This is an optimization exercise on Yosys and OpenROAD, whose aim is small area, not a production implementation. Only simulation tests tie the RTL to the original design; equivalence was not proved. Power and IR drop assume default switching activity.

== the previous run ==
## regfile_scoreboard
module regfile_scoreboard
#(
  parameter int DATA_W   = regfile_scoreboard_pkg::DATA_W_DEF,
  parameter int ADDR_W   = regfile_scoreboard_pkg::ADDR_W_DEF,
  parameter int ZERO_REG = 1
) (
  input  logic              clk,
  input  logic              rst_n,
  input  logic [ADDR_W-1:0] rd_addr1,
  input  logic [ADDR_W-1:0] rd_addr2,
  output logic [DATA_W-1:0] rd_data1,
  output logic [DATA_W-1:0] rd_data2,
  input  logic              wr_en,
  input  logic [ADDR_W-1:0] wr_addr,
  input  logic [DATA_W-1:0] wr_data,
  input  logic              iss_en,
  input  logic [ADDR_W-1:0] iss_addr,
  output logic              busy1,
  output logic              busy2,
  output logic              stall,
  output logic [ADDR_W:0]   pend_cnt
);
  localparam int DEPTH = 2 ** ADDR_W;
  localparam int LO    = (ZERO_REG != 0) ? regfile_scoreboard_pkg::ZERO_IDX + 1 : 0;
  localparam int NT    = DEPTH - LO + 1;
  localparam int NG    = (NT + 2) / 3;
  localparam int CW    = (ZERO_REG != 0) ? ADDR_W : ADDR_W + 1;
  logic [DEPTH-1:0]  wdec, rdec1, rdec2, idec;
  logic [DATA_W-1:0] mem [DEPTH];
  logic [DEPTH-1:0]  vld;
  logic [DEPTH-1:0]  pend;
  logic [CW-1:0]     cnt;
  always_comb begin
    for (int i = 0; i < DEPTH; i++) begin
      wdec[i]  = (i >= LO) && wr_en  && (wr_addr  == ADDR_W'(i));
      idec[i]  = (i >= LO) && iss_en && (iss_addr == ADDR_W'(i));
      rdec1[i] = (i >= LO) && (rd_addr1 == ADDR_W'(i));
      rdec2[i] = (i >= LO) && (rd_addr2 == ADDR_W'(i));
    end
  end
  logic [DEPTH-1:0]  wdec_n;
  logic [DATA_W-1:0] mem_d [DEPTH];
  assign wdec_n = ~wdec;
  for (genvar i = LO; i < DEPTH; i++) begin : g_reg
    for (genvar b = 0; b < DATA_W; b++) begin : g_bit
      rf_hold u_hold (
        .we   (wdec[i]),
        .we_n (wdec_n[i]),
        .d    (wr_data[b]),
        .q    (mem[i][b]),
        .y    (mem_d[i][b])
      );
    end
  end
  always_ff @(posedge clk) begin
    for (int i = LO; i < DEPTH; i++)
  ...
==> module rf_hold, before the edit <==
module rf_hold (
  input  logic we,
  input  logic we_n,
  input  logic d,
  input  logic q,
  output logic y
);
  assign y = (we & d) | (we_n & q);
endmodule
==> module regfile_scoreboard, before the edit <==
module regfile_scoreboard
#(
  parameter int DATA_W   = regfile_scoreboard_pkg::DATA_W_DEF,
  parameter int ADDR_W   = regfile_scoreboard_pkg::ADDR_W_DEF,
  parameter int ZERO_REG = 1
) (
  input  logic              clk,
  input  logic              rst_n,
  input  logic [ADDR_W-1:0] rd_addr1,
  input  logic [ADDR_W-1:0] rd_addr2,
  output logic [DATA_W-1:0] rd_data1,
  output logic [DATA_W-1:0] rd_data2,
  input  logic              wr_en,
  input  logic [ADDR_W-1:0] wr_addr,
  input  logic [DATA_W-1:0] wr_data,
  input  logic              iss_en,
  input  logic [ADDR_W-1:0] iss_addr,
  output logic              busy1,
  output logic              busy2,
  output logic              stall,
  output logic [ADDR_W:0]   pend_cnt
);
  localparam int DEPTH = 2 ** ADDR_W;
  localparam int LO    = (ZERO_REG != 0) ? regfile_scoreboard_pkg::ZERO_IDX + 1 : 0;
  localparam int NT    = DEPTH - LO + 1;
  localparam int NG    = (NT + 2) / 3;
  localparam int CW    = (ZERO_REG != 0) ? ADDR_W : ADDR_W + 1;
  logic [DEPTH-1:0]  wdec, rdec1, rdec2, idec;
  logic [DATA_W-1:0] mem [DEPTH];
  logic [DEPTH-1:0]  vld;
  logic [DEPTH-1:0]  pend;
  logic [CW-1:0]     cnt;
  always_comb begin
    for (int i = 0; i < DEPTH; i++) begin
      wdec[i]  = (i >= LO) && wr_en  && (wr_addr  == ADDR_W'(i));
      idec[i]  = (i >= LO) && iss_en && (iss_addr == ADDR_W'(i));
      rdec1[i] = (i >= LO) && (rd_addr1 == ADDR_W'(i));
      rdec2[i] = (i >= LO) && (rd_addr2 == ADDR_W'(i));
    end
  end
  logic [DEPTH-1:0]  wdec_n;
  logic [DATA_W-1:0] mem_d [DEPTH];
  assign wdec_n = ~wdec;
  for (genvar i = LO; i < DEPTH; i++) begin : g_reg
    for (genvar b = 0; b < DATA_W; b++) begin : g_bit
      rf_hold u_hold (
        .we   (wdec[i]),
        .we_n (wdec_n[i]),
        .d    (wr_data[b]),
        .q    (mem[i][b]),
        .y    (mem_d[i][b])
      );
    end
  end
  always_ff @(posedge clk) begin
    for (int i = LO; i < DEPTH; i++)
      mem[i] <= mem_d[i];
  end
  logic wr_hit1, wr_hit2, iss_hit_wr;    
  logic p_rd1, p_rd2, p_wr, p_iss;       
  assign wr_hit1    = wr_en && (wr_addr == rd_addr1);
  assign wr_hit2    = wr_en && (wr_addr == rd_addr2);
  assign iss_hit_wr = iss_en && (iss_addr == wr_addr);
  assign p_rd1 = |(rdec1 & pend);
  assign p_rd2 = |(rdec2 & pend);
  assign p_wr  = |(wdec & pend);
  assign p_iss = |(idec & pend);
  logic inc, dec;
  assign inc = (|idec) & ~p_iss;
  assign dec = p_wr & ~iss_hit_wr;
  always_ff @(posedge clk) begin
    if (!rst_n) begin
      vld  <= '0;
      pend <= '0;
      cnt  <= '0;
    end else begin
      vld  <= vld | wdec;
      pend <= (pend & ~wdec) | idec;
      cnt  <= cnt + CW'(inc) - CW'(dec);
    end
  end
  assign pend_cnt = (ADDR_W + 1)'(cnt);
  logic [DEPTH-1:0] sel1, sel2;
  logic             byp1, byp2;
  assign sel1 = rdec1 & vld & ~wdec;
  assign sel2 = rdec2 & vld & ~wdec;
  assign byp1 = wr_hit1 && (|rdec1);
  assign byp2 = wr_hit2 && (|rdec2);
  logic [NT-1:0]     ts1, ts2;
  logic [DATA_W-1:0] td [NT];
  always_comb begin
    for (int i = LO; i < DEPTH; i++) begin
      ts1[i-LO] = sel1[i];
      ts2[i-LO] = sel2[i];
      td[i-LO]  = mem[i];
    end
    ts1[NT-1] = byp1;
    ts2[NT-1] = byp2;
    td[NT-1]  = wr_data;
  end
  for (genvar b = 0; b < DATA_W; b++) begin : g_bit
    logic [NG-1:0] n1, n2;   
    for (genvar g = 0; g < NG; g++) begin : g_grp
      if (3*g + 2 < NT) begin : g_3
        rf_ao222 u_p1 (
          .s0 (ts1[3*g]),   .d0 (td[3*g][b]),
          .s1 (ts1[3*g+1]), .d1 (td[3*g+1][b]),
          .s2 (ts1[3*g+2]), .d2 (td[3*g+2][b]),
          .y_n(n1[g])
        );
        rf_ao222 u_p2 (
          .s0 (ts2[3*g]),   .d0 (td[3*g][b]),
          .s1 (ts2[3*g+1]), .d1 (td[3*g+1][b]),
          .s2 (ts2[3*g+2]), .d2 (td[3*g+2][b]),
          .y_n(n2[g])
        );
      end else if (3*g + 1 < NT) begin : g_2
        rf_ao22 u_p1 (
          .s0 (ts1[3*g]),   .d0 (td[3*g][b]),
          .s1 (ts1[3*g+1]), .d1 (td[3*g+1][b]),
          .y_n(n1[g])
        );
        rf_ao22 u_p2 (
          .s0 (ts2[3*g]),   .d0 (td[3*g][b]),
          .s1 (ts2[3*g+1]), .d1 (td[3*g+1][b]),
          .y_n(n2[g])
        );
      end else begin : g_1
        assign n1[g] = ~(ts1[3*g] & td[3*g][b]);
        assign n2[g] = ~(ts2[3*g] & td[3*g][b]);
      end
    end
    assign rd_data1[b] = ~&n1;
    assign rd_data2[b] = ~&n2;
  end
  assign busy1 = p_rd1 & ~wr_hit1;
  assign busy2 = p_rd2 & ~wr_hit2;
  assign stall = busy1 | busy2;
endmodule
Settings: LEC_CHECK=0, CAP_MARGIN=20, CORE_MARGIN=2, CORE_UTILIZATION=40, PLACE_DENSITY=0.6, SETUP_SLACK_MARGIN=0.5, SLEW_MARGIN=20, SYNTH_HIERARCHICAL=1; clock period 7.5 ns.
standard.sh (not shown) runs the stock make flow with config.mk's settings and CLKGATE_MAP_FILE= SYNTH_SCRIPT=/design/flow/synth_recipe.tcl, a recipe that flattens the netlist after the stock synthesis.
==> flow/flow/run.sh <==
#!/bin/bash
# Own layout flow: the standard ORFS flow (standard.sh) with two changes,
# passed to ORFS through its own environment variables:
#   - clock tree: no dummy loads, clkbuf_16 only, sink clusters of up to 30
#     flip-flops within 80 um (fewer, fuller leaf buffers)
#   - port buffers: every input and output port still gets a buffer, but the
#     plain buf_1 instead of a clkdlybuf4s50_1 delay cell
# The make output goes to flow_make.log in the work folder; each ORFS step
# writes its full log under orfs/logs/.
set -euo pipefail
export CTS_ARGS="-sink_clustering_enable -repair_clock_nets -dont_use_dummy_load -buf_list sky130_fd_sc_hd__clkbuf_16 -sink_clustering_size 30 -sink_clustering_max_diameter 80"
export BUFFER_PORTS_ARGS="-buffer_cell sky130_fd_sc_hd__buf_1"
bash standard.sh > flow_make.log 2>&1
For the current run, these inputs were changed with respect to the previous run:
--- a/flow/design.v
+++ b/flow/design.v
@@ -18,13 +18,4 @@
 );
   assign y_n = ~((s0 & d0) | (s1 & d1));
-endmodule
-module rf_hold (
-  input  logic we,
-  input  logic we_n,
-  input  logic d,
-  input  logic q,
-  output logic y
-);
-  assign y = (we & d) | (we_n & q);
 endmodule
 module regfile_scoreboard
@@ -68,21 +59,7 @@
     end
   end
-  logic [DEPTH-1:0]  wdec_n;
-  logic [DATA_W-1:0] mem_d [DEPTH];
-  assign wdec_n = ~wdec;
-  for (genvar i = LO; i < DEPTH; i++) begin : g_reg
-    for (genvar b = 0; b < DATA_W; b++) begin : g_bit
-      rf_hold u_hold (
-        .we   (wdec[i]),
-        .we_n (wdec_n[i]),
-        .d    (wr_data[b]),
-        .q    (mem[i][b]),
-        .y    (mem_d[i][b])
-      );
-    end
-  end
   always_ff @(posedge clk) begin
     for (int i = LO; i < DEPTH; i++)
-      mem[i] <= mem_d[i];
+      if (wdec[i]) mem[i] <= wr_data;
   end
   logic wr_hit1, wr_hit2, iss_hit_wr;    
### Flow results
The current run vs. the previous run: final worst-path setup slack went up 0.53 ns; hold slack saw a decrease; total power lost 2000 uW.
Mean area per synthesized cell in the current run vs the previous run: up 42%
Compare the current run and the previous run | worst stage delay on the critical path lower: the previous run
The current run reports a higher design area than the previous run does.
Route | the current run vs the previous run | wire shorter in the current run
The current run vs. the previous run: final weighted congestion in routability-driven placement went down by 4.4%.
In the current run, the register-to-register slack came out 0.14 ns below the value in the previous run.

[re-timing with driven ports]
How much do the figures lean on ideal ports? The routed layouts below were timed once more, with nothing changed but the port constraints.
Step 1: set_driving_cell puts a clkbuf_16 on clk and a buf_2 on each other input, an assumption about the parent block.
Step 2 times the ports against the registers' clock, not the clock port: input delays grow and output delays shrink by t, the midpoint of the rising clock arrivals with the driver on.
Slacks: ideal / step 1 / step 2; pairs: ideal / step 1.
| run | t, ns | setup slack, ns | latest minus earliest clock arrival (ns) | pins driven straight from the clock port |
|---|---|---|---|---|
| the previous run | 0.730 | 0.533 / 0.492 / 0.492 | 0.083 / 0.083 | 1 |
| the current run | 0.707 | 1.067 / 1.040 / 1.040 | 0.079 / 0.079 | 1 |
After both steps every run listed still meets setup and hold. For the previous run, which loses most, drivers alone change the setup slack by -0.041 ns; drivers and shift together by -0.041 ns.
